Source: an optimization exercise on an open RTL-to-GDS flow (aim: small area). Production flows keep margins and buffers that such runs may drop. Only simulation tests tie the RTL to the original design; equivalence was not proved. The clock port is modelled as an ideal driver; clocking choices that lean on that would not hold on a real chip. No activity file was given, so power comes from the tool's default toggle rates.

==> job 5761 <==
Design bicubic_scaler, start of the top module:
module bicubic_scaler (
    input  logic        CLK,
    input  logic        RST,
    input  logic        start,
    input  logic [6:0]  v0,
    input  logic [6:0]  h0,
    input  logic [4:0]  sw,
    input  logic [5:0]  sh,
    input  logic [5:0]  tw,
    input  logic [7:0]  src_data,
    output logic        src_rd,
    output logic [13:0] src_addr,
    output logic        dst_we,
    output logic [11:0] dst_addr,
    output logic [7:0]  dst_data,
    output logic        done
);
clock: 15.0 ns
lec_check: 0
cap_margin: 20
core_margin: 2
core_utilization: 40
slew_margin: 20
standard.sh (not shown) runs the stock make flow with config.mk's settings and CLKGATE_MAP_FILE= SYNTH_SCRIPT=/design/flow/synth_recipe.tcl, a recipe that flattens the netlist after the stock synthesis.
==> flow/flow/run.sh <==
#!/bin/bash
# Layout flow: the standard flow, with these changes to the cells it picks:
#  - after the standard synthesis (bash standard.sh synth, unchanged), the
#    combinational cells of its netlist (half adders included) are re-mapped for area by Yosys/ABC
#    (flow/remap.py). Flip-flops, full adders and tie cells are left as
#    they are, so the registers keep their names, cells and connections. The
#    new netlist is proven equivalent to the standard one by Yosys; if that
#    fails, the standard netlist is used unchanged;
#  - the input and output ports are buffered with buf_1 instead of the buffer
#    buffer_ports picks by default (clkdlybuf4s50_1, 2.7x the area);
#  - clock tree synthesis runs with ORFS's usual arguments, clock buffers from
#    clkbuf_8 instead of clkbuf_16, and -dont_use_dummy_load.
# Each tool's output goes to a log in the work folder (standard_synth.log,
# remap/*.log, standard.log); ORFS also keeps each step's log under orfs/logs.
set -euo pipefail
export BUFFER_PORTS_ARGS="-buffer_cell sky130_fd_sc_hd__buf_1"
export CTS_ARGS="-sink_clustering_enable -repair_clock_nets -dont_use_dummy_load -buf_list sky130_fd_sc_hd__clkbuf_8"
bash standard.sh synth > standard_synth.log 2>&1
R="orfs/results/${FLOW_PLATFORM}/bicubic_scaler/base"
mkdir -p remap
cp "$R/1_2_yosys.v" remap/std.v
if python3 flow/remap.py remap/std.v remap/remapped.v "$FLOW_TOP" remap > remap/remap_py.log 2>&1; then
  cp remap/remapped.v "$R/1_2_yosys.v"
  echo "re-mapped netlist used" > remap/result.txt
else
  echo "re-mapping failed or not proven: standard netlist used" > remap/result.txt
fi
# the netlist is now newer than 1_synth.odb, so make rebuilds it from there on
touch "$R/1_2_yosys.v"
bash standard.sh > standard.log 2>&1
==> flow/flow/remap.py <==
#!/usr/bin/env python3
# Re-maps the combinational cells of the standard synthesis netlist for area
# with Yosys/ABC, and proves the result equivalent to the standard netlist.
#   remap.py STD.v OUT.v TOP WORKDIR
# Flip-flops, full adders and tie cells are kept untouched (blackboxes),
# so every register keeps its cell type, instance, name and connections.
# Exit status 0 only if OUT.v was written and proven equivalent.
import os, re, subprocess, sys

std, out, top, work = sys.argv[1:5]
here = os.path.dirname(os.path.abspath(__file__))
lib = os.path.join(os.environ.get('FLOW_HOME', '/OpenROAD-flow-scripts/flow'),
                   'platforms/sky130hd/lib/sky130_fd_sc_hd__tt_025C_1v80.lib')
yosys = os.environ.get('YOSYS_EXE') or 'yosys'
if not os.path.exists(yosys):
    yosys = 'yosys'
dont_use = open(os.path.join(here, 'dontuse.txt')).read().split()

net = open(std).read()
types = sorted(set(re.findall(r'^\s*(sky130_fd_sc_hd__\w+)\s', net, re.M)))
keep = [t for t in types if re.match(r'sky130_fd_sc_hd__(s?e?df|dl|fa_|fah|conb)', t)]


def run(name, script):
    path = os.path.join(work, name + '.ys')
    open(path, 'w').write(script)
    with open(os.path.join(work, name + '.log'), 'w') as log:
        return subprocess.call([yosys, '-s', path], stdout=log, stderr=subprocess.STDOUT)


readlib = f'read_liberty -overwrite -ignore_miss_func -ignore_miss_dir {lib}\n'
# ABC scripts tried, in order; the smallest result is kept (the first on a tie)
SCRIPTS = [
    '+strash;dc2;dch,-f;amap;topo',
    '+strash;dch,-f;amap;topo',
    '+strash;dc2;dc2;dch,-f;amap;topo',
    '+strash;ifraig;dc2;dch,-f;amap;topo',
    '+strash;dc2;dch,-f;amap;topo;strash;dch,-f;amap;topo',
    '+strash;dc2;dch,-f;map,-a;topo',
]
best = None
for i, scr in enumerate(SCRIPTS):
    cand = os.path.join(work, f'cand{i}.v')
    remap = readlib + f'''read_verilog {std}
hierarchy -top {top}
blackbox {' '.join(keep)}
flatten
opt_clean
abc -liberty {lib} {' '.join('-dont_use ' + c for c in dont_use)} -script "{scr}"
opt_clean
hilomap -singleton -hicell sky130_fd_sc_hd__conb_1 HI -locell sky130_fd_sc_hd__conb_1 LO
splitnets
opt_clean -purge
hierarchy -top {top} -purge_lib
rename -enumerate -pattern _re%_
tee -o {cand}.stat stat -liberty {lib}
write_verilog -noattr -nohex -nodec {cand}
'''
    if run(f'remap{i}', remap) != 0:
        continue
    m = re.search(r'Chip area for module .*?: ([0-9.]+)', open(cand + '.stat').read())
    if m and (best is None or float(m.group(1)) < best[0]):
        best = (float(m.group(1)), cand, scr)
if best is None:
    sys.exit(1)
with open(os.path.join(work, 'chosen.txt'), 'w') as f:
    f.write(f'{best[0]} {best[2]}\n')
open(out, 'w').write(open(best[1]).read())

# equivalence of the two netlists, each cell read as its liberty function
for name, src in (('gold', std), ('gate', out)):
    if run('flat_' + name, readlib + f'''read_verilog {src}
hierarchy -top {top}
flatten
opt_clean
rename {top} {name}
write_rtlil {os.path.join(work, name + '.il')}
''') != 0:
        sys.exit(1)
sys.exit(run('equiv', f'''read_rtlil {os.path.join(work, 'gold.il')}
read_rtlil {os.path.join(work, 'gate.il')}
equiv_make gold gate eq
hierarchy -top eq
equiv_simple -seq 2
equiv_induct
equiv_status -assert
'''))
Other scripts of this flow, unchanged in this note and not shown: flow/flow/dontuse.txt
==> inputs of job 6616, as changes to job 5761 <==
--- a/flow/design.v
+++ b/flow/design.v
@@ -29,55 +29,55 @@
     output logic        dst_we,
     output logic [11:0] dst_addr,
     output logic [7:0]  dst_data,
     output logic        done
 );
     localparam logic [1:0] S_IDLE = 2'd0, S_INIT = 2'd1, S_SUB = 2'd2, S_PIX = 2'd3;
     logic [1:0]  state;
     logic [6:0]  cnt;
-    logic [6:0]  h0_q;
     logic [4:0]  sm;        
     logic [5:0]  dd;        
     logic [5:0]  rows;      
     logic [13:2] row_base;      
     logic [6:0]  colp;      
     logic [6:0]  rem;
     logic [5:0]  col;       
     logic [11:0] dst_cnt;
     logic [5:0]  dr;
     logic [14:0] x;
     logic [7:0]  t0, t1, t2;
     logic [14:0] p1, p2, p3;
-    logic        y1, y2, y3;
-    logic        cb, cc, cd;
+    logic        y1, y2;
     logic [3:0]  g;
-    logic        sa, sb, sc;
-    logic        r57;
+    logic        sb, sc;
     logic [6:0]  cnt_inc, tcol, koff, badd, minu, addb, diff;
     logic [5:0]  col_inc, rows_dec, dd_in;
     logic [4:0]  sm_in;
     logic [11:0] dst_inc;
     logic [13:0] addr_sum;
-    logic        ge, last_col, dst_wrap, addm, xen, step100;
+    logic        ge, last_col, dst_wrap, addm, backm, xen, dsel, step100;
     logic        nc0, nc1, nc2, nc3, nc4, nc5, nc6;
     bs_rca #(7)  u_cnt  (.a(cnt),      .b(7'd0),          .ci(1'b1),  .s(cnt_inc),  .co(nc0));
     bs_rca #(7)  u_tcol (.a(colp),     .b(koff),          .ci(1'b0),  .s(tcol),     .co(nc1));
     bs_rca #(6)  u_col  (.a(col),      .b(6'd0),          .ci(1'b1),  .s(col_inc),  .co(last_col));
     bs_rca #(6)  u_rows (.a(rows),     .b(6'h3f),         .ci(1'b0),  .s(rows_dec), .co(nc2));
     bs_rca #(12) u_dst  (.a(dst_cnt),  .b(12'd0),         .ci(1'b1),  .s(dst_inc),  .co(dst_wrap));
     bs_rca #(12) u_addr (.a(row_base), .b({7'd0, badd[6:2]}), .ci(1'b0), .s(addr_sum[13:2]), .co(nc3));
     assign addr_sum[1:0] = badd[1:0];
-    bs_rca #(7)  u_sub  (.a(minu),     .b(addb),          .ci(~addm), .s(diff),     .co(ge));
+    bs_rca #(7)  u_sub  (.a(minu),     .b(addb),          .ci(~addm | backm), .s(diff), .co(ge));
     bs_rca #(6)  u_twm1 (.a(tw),       .b(6'h3f),         .ci(1'b0),  .s(dd_in),    .co(nc4));
     bs_rca #(5)  u_swm1 (.a(sw),       .b(5'h1f),         .ci(1'b0),  .s(sm_in),    .co(nc5));
-    assign addm = (cnt == 7'd89);
-    assign addb = addm ? {2'b00, sm} : {1'b1, ~dd};
-    assign xen  = (state == S_PIX) && (cnt >= 7'd8) && (cnt <= 7'd22);
-    assign minu = xen ? {dr, 1'b0} : rem;
+    assign addm  = (cnt == 7'd89);
+    assign backm = addm & last_col;
+    assign addb  = backm ? {2'b11, ~sm} : addm ? {2'b00, sm} : {1'b1, ~dd};
+    assign xen   = (state == S_PIX) && (cnt >= 7'd8) && (cnt <= 7'd22);
+    assign dsel  = (state == S_PIX) && (cnt >= 7'd7) && (cnt <= 7'd21);
+    assign dr    = p1[5:0];
+    assign minu  = xen ? {dr, 1'b0} : backm ? colp : rem;
     always_comb begin
         if (state == S_SUB)
             koff = 7'd1;
         else begin
             case (cnt_inc[6:3])
                 4'd1:    koff = 7'h7f;
                 4'd2:    koff = 7'd0;
                 4'd3:    koff = 7'd1;
@@ -243,85 +243,71 @@
         endcase
     end
     assign gq = first ? 4'd0 : g;
     bs_rca #(4) u_gen (.a(dig), .b(gq), .ci(1'b0), .s(gsum), .co(gco));
     assign gbit = gsum[0];
     always_ff @(posedge CLK) begin
         g <= {dig[3] ^ gq[3] ^ gco, gsum[3:1]};
         if (cnt[3:0] == 4'd15) begin
-            if (win == 2'd0) sa <= gbit;
             if (win == 2'd1) sb <= gbit;
             if (win == 2'd2) sc <= gbit;
         end
     end
-    logic        s1, bin, cin, din;
+    logic        ad, bin, cin, din;
     logic        r2, q3, f;
     logic [14:0] u1, u2, u3;
     logic        o1, o2, o3;
-    assign s1  = running & ((win == 2'd0) ? gbit : sa);
     assign bin = running & ((win == 2'd1) ? gbit : (win[1] ? sb : 1'b0));
     assign cin = running & ((win == 2'd2) ? gbit : ((win == 2'd3) ? sc : 1'b0));
     assign din = running & (win == 2'd3) & gbit;
-    assign r2 = running & ~(~y1 ^ bin ^ cb);
-    assign q3 = running & ~(~y2 ^ cin ^ cc);
-    assign f  = ~(~y3 ^ din ^ cd);
-    bs_rca #(15) u_m1 (.a(p1), .b(x & {15{s1}}), .ci(1'b0), .s(u1), .co(o1));
-    bs_rca #(15) u_m2 (.a(p2), .b(x & {15{r2}}), .ci(1'b0), .s(u2), .co(o2));
-    bs_rca #(15) u_m3 (.a(p3), .b(x & {15{q3}}), .ci(1'b0), .s(u3), .co(o3));
+    assign r2 = running & y1;
+    assign q3 = running & y2;
+    bs_rca #(15) u_m1 (.a(p1), .b(x & {15{ad}}), .ci(bin), .s(u1), .co(o1));
+    bs_rca #(15) u_m2 (.a(p2), .b(x & {15{r2}}), .ci(cin), .s(u2), .co(o2));
+    bs_rca #(15) u_m3 (.a(p3), .b(x & {15{q3}}), .ci(din), .s(u3), .co(o3));
+    assign f = u3[0];
     always_ff @(posedge CLK) begin
-        p1  <= {o1, u1[14:1]};
+        p1  <= {o1, u1[14:7], dsel ? (ge ? diff[5:0] : minu[5:0]) : u1[6:1]};
         p2  <= {o2, u2[14:1]};
         p3  <= {o3, u3[14:1]};
+        ad  <= running & ((win == 2'd0) ? gbit : ad);
         y1  <= u1[0];
         y2  <= u2[0];
-        y3  <= u3[0];
-        cb  <= running & ~((~y1 & ~bin) | (~y1 & ~cb) | (~bin & ~cb));
-        cc  <= running & ~((~y2 & ~cin) | (~y2 & ~cc) | (~cin & ~cc));
-        cd  <= running & ~((~y3 & ~din) | (~y3 & ~cd) | (~din & ~cd));
-        r57 <= f;
     end
-    assign dst_data = r57 ? {8{~t0[6]}} : {t0[6:0], t0[7]};
+    assign dst_data = f ? {8{~t0[7]}} : t0;
     always_ff @(posedge CLK) begin
-        dr <= ge ? diff[5:0] : minu[5:0];
         if (xen)
             x <= {x[13:0], ge};
     end
     logic last_row;
     assign last_row = (rows == 6'd1);
     assign dst_addr = dst_cnt;
+    assign dst_we   = (state == S_PIX) && (cnt == 7'd89);
+    assign done     = dst_we && last_col && last_row;
     always_ff @(posedge CLK) begin
         cnt <= cnt_inc;
         if (RST) begin
-            state  <= S_IDLE;
-            dst_we <= 1'b0;
-            done   <= 1'b0;
+            state <= S_IDLE;
+        end else if (start) begin
+            colp     <= h0;
+            sm       <= sm_in;
+            dd       <= dd_in;
+            rows     <= sh;
+            row_base <= '0;
+            dst_cnt  <= {5'h1f, ~v0};
+            col      <= ~dd_in;
+            rem      <= '0;
+            state    <= S_INIT;
         end else begin
-            dst_we <= 1'b0;
-            done   <= 1'b0;
-            if (dst_we)
-                dst_cnt <= dst_inc;
             case (state)
-                S_IDLE: begin
-                    if (start) begin
-                        h0_q     <= h0;
-                        sm       <= sm_in;
-                        dd       <= dd_in;
-                        rows     <= sh;
-                        row_base <= '0;
-                        dst_cnt  <= {5'h1f, ~v0};
-                        col      <= ~dd_in;
-                        rem      <= '0;
-                        state    <= S_INIT;
-                    end
-                end
+                S_IDLE: ;
                 S_INIT: begin
                     dst_cnt <= dst_inc;
                     if (dst_wrap) begin
-                        colp  <= h0_q;
                         cnt   <= 7'd7;
                         state <= S_PIX;
                     end else begin
                         row_base <= addr_sum[13:2];
                     end
                 end
                 S_SUB: begin
                     if (ge) begin
@@ -329,27 +315,26 @@
                         colp <= tcol;
                     end else begin
                         cnt   <= 7'd7;
                         state <= S_PIX;
                     end
                 end
                 default: begin   
                     if (cnt == 7'd89) begin
-                        dst_we <= 1'b1;
+                        dst_cnt <= dst_inc;
                         if (last_col) begin
                             if (last_row) begin
-                                done  <= 1'b1;
                                 state <= S_IDLE;
                             end else begin
                                 rows     <= rows_dec;
                                 row_base <= addr_sum[13:2];
                                 col      <= ~dd;
                                 rem      <= '0;
-                                colp     <= h0_q;
+                                colp     <= diff;     
                                 cnt      <= 7'd7;
                             end
                         end else begin
                             col   <= col_inc;
                             rem   <= diff;
                             state <= S_SUB;
                         end
                     end
--- a/flow/flow/run.sh
+++ b/flow/flow/run.sh
@@ -4,22 +4,25 @@
 #    combinational cells of its netlist (half adders included) are re-mapped for area by Yosys/ABC
 #    (flow/remap.py). Flip-flops, full adders and tie cells are left as
 #    they are, so the registers keep their names, cells and connections. The
 #    new netlist is proven equivalent to the standard one by Yosys; if that
 #    fails, the standard netlist is used unchanged;
 #  - the input and output ports are buffered with buf_1 instead of the buffer
 #    buffer_ports picks by default (clkdlybuf4s50_1, 2.7x the area);
 #  - clock tree synthesis runs with ORFS's usual arguments, clock buffers from
-#    clkbuf_8 instead of clkbuf_16, and -dont_use_dummy_load.
+#    clkbuf_4 instead of clkbuf_16, and -dont_use_dummy_load; afterwards
+#    (flow/post_cts.tcl) each clock buffer whose flip-flop loads see more than
+#    110 ps of slew is upsized to clkbuf_8.
 # Each tool's output goes to a log in the work folder (standard_synth.log,
 # remap/*.log, standard.log); ORFS also keeps each step's log under orfs/logs.
 set -euo pipefail
 export BUFFER_PORTS_ARGS="-buffer_cell sky130_fd_sc_hd__buf_1"
-export CTS_ARGS="-sink_clustering_enable -repair_clock_nets -dont_use_dummy_load -buf_list sky130_fd_sc_hd__clkbuf_8"
+export CTS_ARGS="-sink_clustering_enable -repair_clock_nets -dont_use_dummy_load -buf_list sky130_fd_sc_hd__clkbuf_4"
+export POST_CTS_TCL="$PWD/flow/post_cts.tcl"
 bash standard.sh synth > standard_synth.log 2>&1
 R="orfs/results/${FLOW_PLATFORM}/bicubic_scaler/base"
 mkdir -p remap
 cp "$R/1_2_yosys.v" remap/std.v
 if python3 flow/remap.py remap/std.v remap/remapped.v "$FLOW_TOP" remap > remap/remap_py.log 2>&1; then
   cp remap/remapped.v "$R/1_2_yosys.v"
   echo "re-mapped netlist used" > remap/result.txt
 else
==> flow/flow/post_cts.tcl (new file) <==
proc my_fix_clock_slew {small big thr} {
  estimate_parasitics -placement
  set changed 0
  foreach inst [get_cells *] {
    if {[get_property $inst ref_name] != $small} { continue }
    set worst 0
    foreach out [get_pins -of_objects $inst -filter "direction == output"] {
      foreach p [get_pins -of_objects [get_nets -of_objects $out] -filter "direction == input"] {
        foreach s [list [get_property $p slew_max_rise] [get_property $p slew_max_fall]] {
          if {$s > $worst} { set worst $s }
        }
      }
    }
    if {$worst > $thr} {
      replace_cell $inst $big
      incr changed
    }
  }
  puts "my_fix_clock_slew: upsized $changed $small to $big"
  if {$changed > 0} {
    detailed_placement
    check_placement -verbose
    estimate_parasitics -placement
  }
}
my_fix_clock_slew sky130_fd_sc_hd__clkbuf_4 sky130_fd_sc_hd__clkbuf_8 0.110
--- a/flow/flow/remap.py
+++ b/flow/flow/remap.py
@@ -32,16 +32,18 @@
 # ABC scripts tried, in order; the smallest result is kept (the first on a tie)
 SCRIPTS = [
     '+strash;dc2;dch,-f;amap;topo',
     '+strash;dch,-f;amap;topo',
     '+strash;dc2;dc2;dch,-f;amap;topo',
     '+strash;ifraig;dc2;dch,-f;amap;topo',
     '+strash;dc2;dch,-f;amap;topo;strash;dch,-f;amap;topo',
     '+strash;dc2;dch,-f;map,-a;topo',
+    '+strash;dc2;dch,-f;amap,-F,100;topo',
+    '+strash;ifraig;dc2;dch,-f;amap;topo;strash;ifraig;dc2;dch,-f;amap;topo',
 ]
 best = None
 for i, scr in enumerate(SCRIPTS):
     cand = os.path.join(work, f'cand{i}.v')
     remap = readlib + f'''read_verilog {std}
 hierarchy -top {top}
 blackbox {' '.join(keep)}
 flatten
==> comparison table <==
metric                                                       job 5761       job 6616
Result of the run                            timing/DRC/antenna clean  timing/DRC/antenna clean
Vertical extent of the die                                     149 µm         144 µm
Share of cells above drive strength 1                           2.91%          3.00%
Combined global-route utilization of all metal layers           15.1%          15.8%
Initial DRC count                                                 312            336
Area taken by multi-input logic gates                        3440 µm²       3390 µm²
Portion of total power attributed to the clock network          13.2%          14.2%
Power dissipated in combinational cells                    0.000826 W     0.000600 W
Power consumed by sequential cells                         0.000803 W     0.000693 W
Total placed cells including tap cells                           1145           1081
Worst clock skew on the final layout                          31.3 ps        35.7 ps
Placement Rows                                                     52             51
Tcrit/Tclk final                                                77.8%          75.9%
Number of fillers in the final layout                            1954           1886
Hold EP                                                 t1[2]$_DFF_P_  t1[3]$_DFF_P_
Buffer share of cell area                                       3.64%          3.90%
Starting density of the core                                    41.1%          40.4%
Met3 WL                                                        701 µm         879 µm

==> port drivers added, routing unchanged <==
The results above use ideal ports. As a check the final layouts listed here were re-extracted and re-timed, cells and wires unchanged.
Step 1: set_driving_cell puts a clkbuf_16 on CLK and a buf_2 on each other input, an assumption about the parent block.
Step 2 times the ports against the registers' clock, not the clock port: input delays grow and output delays shrink by t, the midpoint of the rising clock arrivals with the driver on.
a / b / c = no drivers / after step 1 / after step 2; a / b = the first two.
run	t (ns)	setup slack, ns	worst setup path at the end	slew at the worst register clock pin (ns)
job 5761	0.483	3.334 / 3.348 / 2.865	input to register	0.10 / 0.10
job 6616	0.471	3.622 / 3.637 / 3.166	input to register	0.11 / 0.11
After both steps setup and hold are still met in every run listed. For job 5761, which loses most, drivers alone change the setup slack by +0.014 ns; drivers and shift together by -0.469 ns.
